This is an optimization exercise on Yosys and OpenROAD, whose aim is small area and a short achievable clock period, not a production implementation.
At most, simulation tests tie the RTL to the original design; equivalence was not proved.
No activity file was given, so power comes from the tool's default toggle rates.

==> inputs of job 653 <==
Design fir_filter, start of the top module:
module fir_filter
(
	input  logic        clk,
	input  logic        arst_n,  
	input  logic [15:0] x,       
	output logic [15:0] y        
);
Settings: LEC_CHECK=0, CAP_MARGIN=20, CORE_MARGIN=2, CORE_UTILIZATION=40, CTS_CLUSTER_DIAMETER=90, CTS_CLUSTER_SIZE=24, PLACE_DENSITY=0.6, SLEW_MARGIN=20, SYNTH_HIERARCHICAL=1, SYNTH_MINIMUM_KEEP_SIZE=0; clock period 12.0 ns.
standard.sh (not shown) runs the stock make flow with config.mk's settings and CLKGATE_MAP_FILE= SYNTH_SCRIPT=/design/flow/synth_recipe.tcl, a recipe that flattens the netlist after the stock synthesis.
==> flow/flow/run.sh <==
#!/bin/bash
# Layout flow: the standard flow (standard.sh), with faster port buffers.
# The flow's port buffering picks a slow delay-cell buffer for every port; here
# buffer_ports is told to use a plain buffer instead. Everything else is standard.
set -e
cp standard.sh standard_sh_copy.log
export BUFFER_PORTS_ARGS="-buffer_cell sky130_fd_sc_hd__buf_2"
bash standard.sh > standard_run.log 2>&1
==> job 5569 (differences from job 653) <==
Settings changed: CORE_UTILIZATION 40 to 60, CTS_CLUSTER_DIAMETER 90 to 100, CTS_CLUSTER_SIZE 24 to 26, PLACE_DENSITY 0.6 to 0.75.
==> comparison table <==
Largest fanout on the critical path: job 653 6; job 5569 165
Tightest Pin Transition: job 653 0.9911 ns; job 5569 0.9376 ns
Required time of the critical path: job 653 12.43 ns; job 5569 12.55 ns
Final worst-path cycle share: job 653 0.3331; job 5569 0.3469
Worst setup path startpoint: job 653 r5r[18]; job 5569 arst_n
Pint: job 653 0.004532 W; job 5569 0.004472 W
Global-route wire length before repair: job 653 81680 um; job 5569 79100 um
DRT iter0 DRCs: job 653 721; job 5569 791
Share of the final layout cell area in multi-input gates: job 653 0.5563; job 5569 0.5657
Growth of design area from synthesis to finish: job 653 5.698%; job 5569 3.946%
Die X-Extent: job 653 248.2 um; job 5569 203.4 um
Sequential fraction of total cell area: job 653 0.3448; job 5569 0.3506
Combinational group share of total power: job 653 0.599; job 5569 0.606
Half-perimeter wire length after placement: job 653 40270 um; job 5569 38130 um
Run status: job 653 finished clean; job 5569 finished clean
Met2 WL: job 653 24770 um; job 5569 23460 um
Average wire per standard cell: job 653 21.07 um; job 5569 22.56 um
Final-layout clock-cell area share: job 653 0.02373; job 5569 0.01979
Number of placed cells counting well taps: job 653 2390; job 5569 2142
Number of global-route vias before repair: job 653 14.30k; job 5569 14.36k
P_clk: job 653 0.000744 W; job 5569 0.000658 W

========
==> inputs of 09-13 <==
Another version of the RTL of fir_filter (not shown whole).
export LEC_CHECK = 0
export CAP_MARGIN = 20
export CORE_MARGIN = 2
export CORE_UTILIZATION = 40
export CTS_BUF_LIST = sky130_fd_sc_hd__clkbuf_4 sky130_fd_sc_hd__clkbuf_8
export PLACE_DENSITY = 0.6
export SLEW_MARGIN = 20
export SYNTH_HIERARCHICAL = 1
export SYNTH_MINIMUM_KEEP_SIZE = 0
create_clock -name core_clock -period 12.0 [get_ports {clk}]
Scripts as last shown in full above: flow/flow/run.sh
==> inputs of 05-24, as changes to 09-13 <==
--- a/flow/design.v
+++ b/flow/design.v
@@ -398,14 +398,275 @@
 	output logic s,
 	output logic co
 );
 	assign s  = a ^ b;
 	assign co = a & b;
 endmodule
 `timescale 1ns/100ps
+module sm_out_stage
+(
+	input  logic [14:0] zs0,
+	input  logic [4:0] zc0,
+	output logic        zsg,
+	output logic [13:0] za
+);
+	logic w2871;
+	assign w2871 = zs0[0] & zc0[0];
+	logic w2872;
+	assign w2872 = zs0[3] & zc0[1];
+	logic w2873;
+	assign w2873 = zs0[6] & zc0[2];
+	logic w2874;
+	assign w2874 = zs0[9] & zc0[3];
+	logic w2875;
+	assign w2875 = zs0[12] & zc0[4];
+	logic w2876;
+	assign w2876 = zs0[0] ^ zc0[0];
+	logic w2877;
+	assign w2877 = zs0[3] ^ zc0[1];
+	logic w2878;
+	assign w2878 = zs0[6] ^ zc0[2];
+	logic w2879;
+	assign w2879 = zs0[9] ^ zc0[3];
+	logic w2880;
+	assign w2880 = zs0[12] ^ zc0[4];
+	logic w2881;
+	assign w2881 = zs0[1] & w2871;
+	logic w2882;
+	assign w2882 = zs0[1] & w2876;
+	logic w2883;
+	assign w2883 = w2877 & zs0[2];
+	logic w2884;
+	assign w2884 = zs0[5] & zs0[4];
+	logic w2885;
+	assign w2885 = zs0[7] & w2873;
+	logic w2886;
+	assign w2886 = zs0[7] & w2878;
+	logic w2887;
+	assign w2887 = w2879 & zs0[8];
+	logic w2888;
+	assign w2888 = zs0[11] & zs0[10];
+	logic w2889;
+	assign w2889 = zs0[13] & w2875;
+	logic w2890;
+	assign w2890 = zs0[13] & w2880;
+	logic w2891;
+	assign w2891 = zs0[2] & w2881;
+	logic w2892;
+	assign w2892 = zs0[2] & w2882;
+	logic w2893;
+	assign w2893 = w2883 & w2881;
+	logic w2894;
+	assign w2894 = w2872 | w2893;
+	logic w2895;
+	assign w2895 = w2883 & w2882;
+	logic w2896;
+	assign w2896 = w2878 & w2884;
+	logic w2897;
+	assign w2897 = w2886 & w2884;
+	logic w2898;
+	assign w2898 = zs0[10] & w2874;
+	logic w2899;
+	assign w2899 = zs0[10] & w2887;
+	logic w2900;
+	assign w2900 = w2888 & w2874;
+	logic w2901;
+	assign w2901 = w2888 & w2887;
+	logic w2902;
+	assign w2902 = zs0[14] & w2889;
+	logic w2903;
+	assign w2903 = zs0[14] & w2890;
+	logic w2904;
+	assign w2904 = zs0[4] & w2894;
+	logic w2905;
+	assign w2905 = zs0[4] & w2895;
+	logic w2906;
+	assign w2906 = w2884 & w2894;
+	logic w2907;
+	assign w2907 = w2884 & w2895;
+	logic w2908;
+	assign w2908 = w2896 & w2894;
+	logic w2909;
+	assign w2909 = w2873 | w2908;
+	logic w2910;
+	assign w2910 = w2896 & w2895;
+	logic w2911;
+	assign w2911 = w2897 & w2894;
+	logic w2912;
+	assign w2912 = w2885 | w2911;
+	logic w2913;
+	assign w2913 = w2897 & w2895;
+	logic w2914;
+	assign w2914 = w2880 & w2900;
+	logic w2915;
+	assign w2915 = w2875 | w2914;
+	logic w2916;
+	assign w2916 = w2880 & w2901;
+	logic w2917;
+	assign w2917 = w2890 & w2900;
+	logic w2918;
+	assign w2918 = w2889 | w2917;
+	logic w2919;
+	assign w2919 = w2890 & w2901;
+	logic w2920;
+	assign w2920 = w2903 & w2900;
+	logic w2921;
+	assign w2921 = w2902 | w2920;
+	logic w2922;
+	assign w2922 = w2903 & w2901;
+	logic w2923;
+	assign w2923 = zs0[8] & w2912;
+	logic w2924;
+	assign w2924 = zs0[8] & w2913;
+	logic w2925;
+	assign w2925 = w2887 & w2912;
+	logic w2926;
+	assign w2926 = w2874 | w2925;
+	logic w2927;
+	assign w2927 = w2887 & w2913;
+	logic w2928;
+	assign w2928 = w2899 & w2912;
+	logic w2929;
+	assign w2929 = w2898 | w2928;
+	logic w2930;
+	assign w2930 = w2899 & w2913;
+	logic w2931;
+	assign w2931 = w2901 & w2912;
+	logic w2932;
+	assign w2932 = w2900 | w2931;
+	logic w2933;
+	assign w2933 = w2901 & w2913;
+	logic w2934;
+	assign w2934 = w2916 & w2912;
+	logic w2935;
+	assign w2935 = w2915 | w2934;
+	logic w2936;
+	assign w2936 = w2916 & w2913;
+	logic w2937;
+	assign w2937 = w2919 & w2912;
+	logic w2938;
+	assign w2938 = w2918 | w2937;
+	logic w2939;
+	assign w2939 = w2919 & w2913;
+	logic w2940;
+	assign w2940 = w2922 & w2912;
+	logic w2941;
+	assign w2941 = w2921 | w2940;
+	logic w2942;
+	assign w2942 = w2922 & w2913;
+	logic w2943;
+	assign w2943 = zs0[1] ^ w2871;
+	logic w2944;
+	assign w2944 = zs0[2] ^ w2881;
+	logic w2945;
+	assign w2945 = w2877 ^ w2891;
+	logic w2946;
+	assign w2946 = zs0[4] ^ w2894;
+	logic w2947;
+	assign w2947 = zs0[5] ^ w2904;
+	logic w2948;
+	assign w2948 = w2878 ^ w2906;
+	logic w2949;
+	assign w2949 = zs0[7] ^ w2909;
+	logic w2950;
+	assign w2950 = zs0[8] ^ w2912;
+	logic w2951;
+	assign w2951 = w2879 ^ w2923;
+	logic w2952;
+	assign w2952 = zs0[10] ^ w2926;
+	logic w2953;
+	assign w2953 = zs0[11] ^ w2929;
+	logic w2954;
+	assign w2954 = w2880 ^ w2932;
+	logic w2955;
+	assign w2955 = zs0[13] ^ w2935;
+	logic w2956;
+	assign w2956 = zs0[14] ^ w2938;
+	logic w2957;
+	assign w2957 = w2956 & w2876;
+	logic w2958;
+	assign w2958 = w2943 ^ w2957;
+	logic w2959;
+	assign w2959 = w2876 | w2943;
+	logic w2960;
+	assign w2960 = w2956 & w2959;
+	logic w2961;
+	assign w2961 = w2944 ^ w2960;
+	logic w2962;
+	assign w2962 = w2959 | w2944;
+	logic w2963;
+	assign w2963 = w2956 & w2962;
+	logic w2964;
+	assign w2964 = w2945 ^ w2963;
+	logic w2965;
+	assign w2965 = w2962 | w2945;
+	logic w2966;
+	assign w2966 = w2956 & w2965;
+	logic w2967;
+	assign w2967 = w2946 ^ w2966;
+	logic w2968;
+	assign w2968 = w2965 | w2946;
+	logic w2969;
+	assign w2969 = w2956 & w2968;
+	logic w2970;
+	assign w2970 = w2947 ^ w2969;
+	logic w2971;
+	assign w2971 = w2968 | w2947;
+	logic w2972;
+	assign w2972 = w2956 & w2971;
+	logic w2973;
+	assign w2973 = w2948 ^ w2972;
+	logic w2974;
+	assign w2974 = w2971 | w2948;
+	logic w2975;
+	assign w2975 = w2956 & w2974;
+	logic w2976;
+	assign w2976 = w2949 ^ w2975;
+	logic w2977;
+	assign w2977 = w2974 | w2949;
+	logic w2978;
+	assign w2978 = w2956 & w2977;
+	logic w2979;
+	assign w2979 = w2950 ^ w2978;
+	logic w2980;
+	assign w2980 = w2977 | w2950;
+	logic w2981;
+	assign w2981 = w2956 & w2980;
+	logic w2982;
+	assign w2982 = w2951 ^ w2981;
+	logic w2983;
+	assign w2983 = w2980 | w2951;
+	logic w2984;
+	assign w2984 = w2956 & w2983;
+	logic w2985;
+	assign w2985 = w2952 ^ w2984;
+	logic w2986;
+	assign w2986 = w2983 | w2952;
+	logic w2987;
+	assign w2987 = w2956 & w2986;
+	logic w2988;
+	assign w2988 = w2953 ^ w2987;
+	logic w2989;
+	assign w2989 = w2986 | w2953;
+	logic w2990;
+	assign w2990 = w2956 & w2989;
+	logic w2991;
+	assign w2991 = w2954 ^ w2990;
+	logic w2992;
+	assign w2992 = w2989 | w2954;
+	logic w2993;
+	assign w2993 = w2956 & w2992;
+	logic w2994;
+	assign w2994 = w2955 ^ w2993;
+	logic w2995;
+	assign w2995 = w2992 | w2955;
+	assign zsg = w2956;
+	assign za = {w2994, w2991, w2988, w2985, w2982, w2979, w2976, w2973, w2970, w2967, w2964, w2961, w2958, w2876};
+endmodule
+`timescale 1ns/100ps
 module fir_filter
 (
 	input  logic        clk,
 	input  logic        arst_n,  
 	input  logic [15:0] x,       
 	output logic [15:0] y        
 );
@@ -3436,269 +3697,20 @@
 	fir_ha u2861 (.a(zs1[11]), .b(c2857), .s(s2859), .co(c2860));
 	logic s2862, c2863;
 	fir_ha u2864 (.a(zs1[12]), .b(zc1[4]), .s(s2862), .co(c2863));
 	logic s2865, c2866;
 	fir_ha u2867 (.a(zs1[13]), .b(c2863), .s(s2865), .co(c2866));
 	logic s2868, c2869;
 	fir_ha u2870 (.a(zs1[14]), .b(c2866), .s(s2868), .co(c2869));
-	logic w2871;
-	assign w2871 = zs0[0] & zc0[0];
-	logic w2872;
-	assign w2872 = zs0[3] & zc0[1];
-	logic w2873;
-	assign w2873 = zs0[6] & zc0[2];
-	logic w2874;
-	assign w2874 = zs0[9] & zc0[3];
-	logic w2875;
-	assign w2875 = zs0[12] & zc0[4];
-	logic w2876;
-	assign w2876 = zs0[0] ^ zc0[0];
-	logic w2877;
-	assign w2877 = zs0[3] ^ zc0[1];
-	logic w2878;
-	assign w2878 = zs0[6] ^ zc0[2];
-	logic w2879;
-	assign w2879 = zs0[9] ^ zc0[3];
-	logic w2880;
-	assign w2880 = zs0[12] ^ zc0[4];
-	logic w2881;
-	assign w2881 = zs0[1] & w2871;
-	logic w2882;
-	assign w2882 = zs0[1] & w2876;
-	logic w2883;
-	assign w2883 = w2877 & zs0[2];
-	logic w2884;
-	assign w2884 = zs0[5] & zs0[4];
-	logic w2885;
-	assign w2885 = zs0[7] & w2873;
-	logic w2886;
-	assign w2886 = zs0[7] & w2878;
-	logic w2887;
-	assign w2887 = w2879 & zs0[8];
-	logic w2888;
-	assign w2888 = zs0[11] & zs0[10];
-	logic w2889;
-	assign w2889 = zs0[13] & w2875;
-	logic w2890;
-	assign w2890 = zs0[13] & w2880;
-	logic w2891;
-	assign w2891 = zs0[2] & w2881;
-	logic w2892;
-	assign w2892 = zs0[2] & w2882;
-	logic w2893;
-	assign w2893 = w2883 & w2881;
-	logic w2894;
-	assign w2894 = w2872 | w2893;
-	logic w2895;
-	assign w2895 = w2883 & w2882;
-	logic w2896;
-	assign w2896 = w2878 & w2884;
-	logic w2897;
-	assign w2897 = w2886 & w2884;
-	logic w2898;
-	assign w2898 = zs0[10] & w2874;
-	logic w2899;
-	assign w2899 = zs0[10] & w2887;
-	logic w2900;
-	assign w2900 = w2888 & w2874;
-	logic w2901;
-	assign w2901 = w2888 & w2887;
-	logic w2902;
-	assign w2902 = zs0[14] & w2889;
-	logic w2903;
-	assign w2903 = zs0[14] & w2890;
-	logic w2904;
-	assign w2904 = zs0[4] & w2894;
-	logic w2905;
-	assign w2905 = zs0[4] & w2895;
-	logic w2906;
-	assign w2906 = w2884 & w2894;
-	logic w2907;
-	assign w2907 = w2884 & w2895;
-	logic w2908;
-	assign w2908 = w2896 & w2894;
-	logic w2909;
-	assign w2909 = w2873 | w2908;
-	logic w2910;
-	assign w2910 = w2896 & w2895;
-	logic w2911;
-	assign w2911 = w2897 & w2894;
-	logic w2912;
-	assign w2912 = w2885 | w2911;
-	logic w2913;
-	assign w2913 = w2897 & w2895;
-	logic w2914;
-	assign w2914 = w2880 & w2900;
-	logic w2915;
-	assign w2915 = w2875 | w2914;
-	logic w2916;
-	assign w2916 = w2880 & w2901;
-	logic w2917;
-	assign w2917 = w2890 & w2900;
-	logic w2918;
-	assign w2918 = w2889 | w2917;
-	logic w2919;
-	assign w2919 = w2890 & w2901;
-	logic w2920;
-	assign w2920 = w2903 & w2900;
-	logic w2921;
-	assign w2921 = w2902 | w2920;
-	logic w2922;
-	assign w2922 = w2903 & w2901;
-	logic w2923;
-	assign w2923 = zs0[8] & w2912;
-	logic w2924;
-	assign w2924 = zs0[8] & w2913;
-	logic w2925;
-	assign w2925 = w2887 & w2912;
-	logic w2926;
-	assign w2926 = w2874 | w2925;
-	logic w2927;
-	assign w2927 = w2887 & w2913;
-	logic w2928;
-	assign w2928 = w2899 & w2912;
-	logic w2929;
-	assign w2929 = w2898 | w2928;
-	logic w2930;
-	assign w2930 = w2899 & w2913;
-	logic w2931;
-	assign w2931 = w2901 & w2912;
-	logic w2932;
-	assign w2932 = w2900 | w2931;
-	logic w2933;
-	assign w2933 = w2901 & w2913;
-	logic w2934;
-	assign w2934 = w2916 & w2912;
-	logic w2935;
-	assign w2935 = w2915 | w2934;
-	logic w2936;
-	assign w2936 = w2916 & w2913;
-	logic w2937;
-	assign w2937 = w2919 & w2912;
-	logic w2938;
-	assign w2938 = w2918 | w2937;
-	logic w2939;
-	assign w2939 = w2919 & w2913;
-	logic w2940;
-	assign w2940 = w2922 & w2912;
-	logic w2941;
-	assign w2941 = w2921 | w2940;
-	logic w2942;
-	assign w2942 = w2922 & w2913;
-	logic w2943;
-	assign w2943 = zs0[1] ^ w2871;
-	logic w2944;
-	assign w2944 = zs0[2] ^ w2881;
-	logic w2945;
-	assign w2945 = w2877 ^ w2891;
-	logic w2946;
-	assign w2946 = zs0[4] ^ w2894;
-	logic w2947;
-	assign w2947 = zs0[5] ^ w2904;
-	logic w2948;
-	assign w2948 = w2878 ^ w2906;
-	logic w2949;
-	assign w2949 = zs0[7] ^ w2909;
-	logic w2950;
-	assign w2950 = zs0[8] ^ w2912;
-	logic w2951;
-	assign w2951 = w2879 ^ w2923;
-	logic w2952;
-	assign w2952 = zs0[10] ^ w2926;
-	logic w2953;
-	assign w2953 = zs0[11] ^ w2929;
-	logic w2954;
-	assign w2954 = w2880 ^ w2932;
-	logic w2955;
-	assign w2955 = zs0[13] ^ w2935;
-	logic w2956;
-	assign w2956 = zs0[14] ^ w2938;
-	logic w2957;
-	assign w2957 = w2956 & w2876;
-	logic w2958;
-	assign w2958 = w2943 ^ w2957;
-	logic w2959;
-	assign w2959 = w2876 | w2943;
-	logic w2960;
-	assign w2960 = w2956 & w2959;
-	logic w2961;
-	assign w2961 = w2944 ^ w2960;
-	logic w2962;
-	assign w2962 = w2959 | w2944;
-	logic w2963;
-	assign w2963 = w2956 & w2962;
-	logic w2964;
-	assign w2964 = w2945 ^ w2963;
-	logic w2965;
-	assign w2965 = w2962 | w2945;
-	logic w2966;
-	assign w2966 = w2956 & w2965;
-	logic w2967;
-	assign w2967 = w2946 ^ w2966;
-	logic w2968;
-	assign w2968 = w2965 | w2946;
-	logic w2969;
-	assign w2969 = w2956 & w2968;
-	logic w2970;
-	assign w2970 = w2947 ^ w2969;
-	logic w2971;
-	assign w2971 = w2968 | w2947;
-	logic w2972;
-	assign w2972 = w2956 & w2971;
-	logic w2973;
-	assign w2973 = w2948 ^ w2972;
-	logic w2974;
-	assign w2974 = w2971 | w2948;
-	logic w2975;
-	assign w2975 = w2956 & w2974;
-	logic w2976;
-	assign w2976 = w2949 ^ w2975;
-	logic w2977;
-	assign w2977 = w2974 | w2949;
-	logic w2978;
-	assign w2978 = w2956 & w2977;
-	logic w2979;
-	assign w2979 = w2950 ^ w2978;
-	logic w2980;
-	assign w2980 = w2977 | w2950;
-	logic w2981;
-	assign w2981 = w2956 & w2980;
-	logic w2982;
-	assign w2982 = w2951 ^ w2981;
-	logic w2983;
-	assign w2983 = w2980 | w2951;
-	logic w2984;
-	assign w2984 = w2956 & w2983;
-	logic w2985;
-	assign w2985 = w2952 ^ w2984;
-	logic w2986;
-	assign w2986 = w2983 | w2952;
-	logic w2987;
-	assign w2987 = w2956 & w2986;
-	logic w2988;
-	assign w2988 = w2953 ^ w2987;
-	logic w2989;
-	assign w2989 = w2986 | w2953;
-	logic w2990;
-	assign w2990 = w2956 & w2989;
-	logic w2991;
-	assign w2991 = w2954 ^ w2990;
-	logic w2992;
-	assign w2992 = w2989 | w2954;
-	logic w2993;
-	assign w2993 = w2956 & w2992;
-	logic w2994;
-	assign w2994 = w2955 ^ w2993;
-	logic w2995;
-	assign w2995 = w2992 | w2955;
 	logic [15:0] r1n;
 	logic [17:0] r3n;
 	fir_pre_stage pre_i (.x(x), .r1n(r1n), .r3n(r3n));
+	logic        zsg;
 	logic [13:0] za;
-	assign za = {w2994, w2991, w2988, w2985, w2982, w2979, w2976, w2973, w2970, w2967, w2964, w2961, w2958, w2876};
+	sm_out_stage out_i (.zs0(zs0), .zc0(zc0), .zsg(zsg), .za(za));
 	logic [14:0] zn0;
 	assign zn0 = {s2868, s2865, s2862, s2859, s2856, s2853, s2850, s2847, s2844, s2841, s2838, s2835, s2832, s2828, s2824};
 	logic [4:0] cn0;
 	assign cn0 = {c2860, c2851, c2842, c2833, w338};
 	logic [14:0] zn1;
 	assign zn1 = {s2792, s2789, s2786, s2783, s2780, s2777, s2774, s2771, s2768, s2765, s2762, s2759, s2756, s2753, s2750};
 	logic [4:0] cn1;
@@ -3825,11 +3837,11 @@
 			zc8 <= cn8;
 			zc9 <= cn9;
 			zc10 <= cn10;
 			zc11 <= cn11;
 			zc12 <= cn12;
 			zc13 <= cn13;
 			zc14 <= cn14;
-			y   <= {w2956, 1'b0, za};  
+			y   <= {zsg, 1'b0, za};  
 		end
 	end
 endmodule
==> flow/config.mk (replaced) <==
export PLATFORM = sky130hd
export DESIGN_NAME = fir_filter
export DESIGN_NICKNAME = fir_filter
export VERILOG_FILES = /design/flow/design.v
export SDC_FILE = /design/flow/constraint.sdc
export NUM_CORES = 4
export LEC_CHECK = 0
export CAP_MARGIN = 50
export CORE_MARGIN = 2
export CORE_UTILIZATION = 40
export PLACE_DENSITY = 0.6
export SLEW_MARGIN = 80
export SYNTH_HIERARCHICAL = 1
export SYNTH_MINIMUM_KEEP_SIZE = 0
==> qor summary <==
quantity	09-13	05-24
Result of the run	complete, no violations	complete, no violations
Power density over cell area	319 nW/µm²	323 nW/µm²
Met1 routing resource usage after global routing	0.239	0.243
Cells after Synth	1,515	1,545
Number of nets in the layout	2,258	2,291
Area of the die	59,700 µm²	60,300 µm²
Sequential cell area share	0.340	0.331
Multi-input gate area	13,700 µm²	14,000 µm²
DR WL met3	1.98 mm	1.84 mm
Worst setup slack before clock tree synthesis	7.16 ns	7.25 ns
Total GRT Usage	0.170	0.176
Longest individual stage delay on the worst path	0.76 ns	0.38 ns
Average wire per standard cell	19.8 µm	20.4 µm
No functional check of the RTL was part of any run of this note.

-- static timing again, ports no longer ideal --
The results above use ideal ports. As a check the final layouts listed here were re-extracted and re-timed, cells and wires unchanged. Step 1, drivers: a clkbuf_16 drives clk and a buf_2 each remaining input, both assumed. Step 2 times the ports against the registers' clock, not the clock port: input delays grow and output delays shrink by t, the midpoint of the rising clock arrivals with the driver on. Three values: no drivers, after step 1, after step 2; two values: the first two.
run | shift t [ns] | setup WS [ns] | slew at the worst register clock pin (ns) | worst data-port slew with drivers (ns) | cell pins on the clock port's net
job 653 | 0.591 | 8.003 / 8.003 / 7.561 | 0.11 / 0.11 | 0.05 | 1
job 5569 | 0.581 | 7.837 / 7.838 / 7.258 | 0.11 / 0.11 | 0.05 | 1
09-13 | 0.694 | 7.436 / 7.436 / 7.436 | 0.07 / 0.07 | 0.06 | 1
05-24 | 0.611 | 7.722 / 7.747 / 7.135 | 0.06 / 0.06 | 0.06 | 1
After both steps every run listed still meets setup and hold. For 05-24, which loses most, drivers alone change the setup slack by +0.025 ns; drivers and shift together by -0.587 ns. The worst setup slack also covers recovery checks on asynchronous resets.
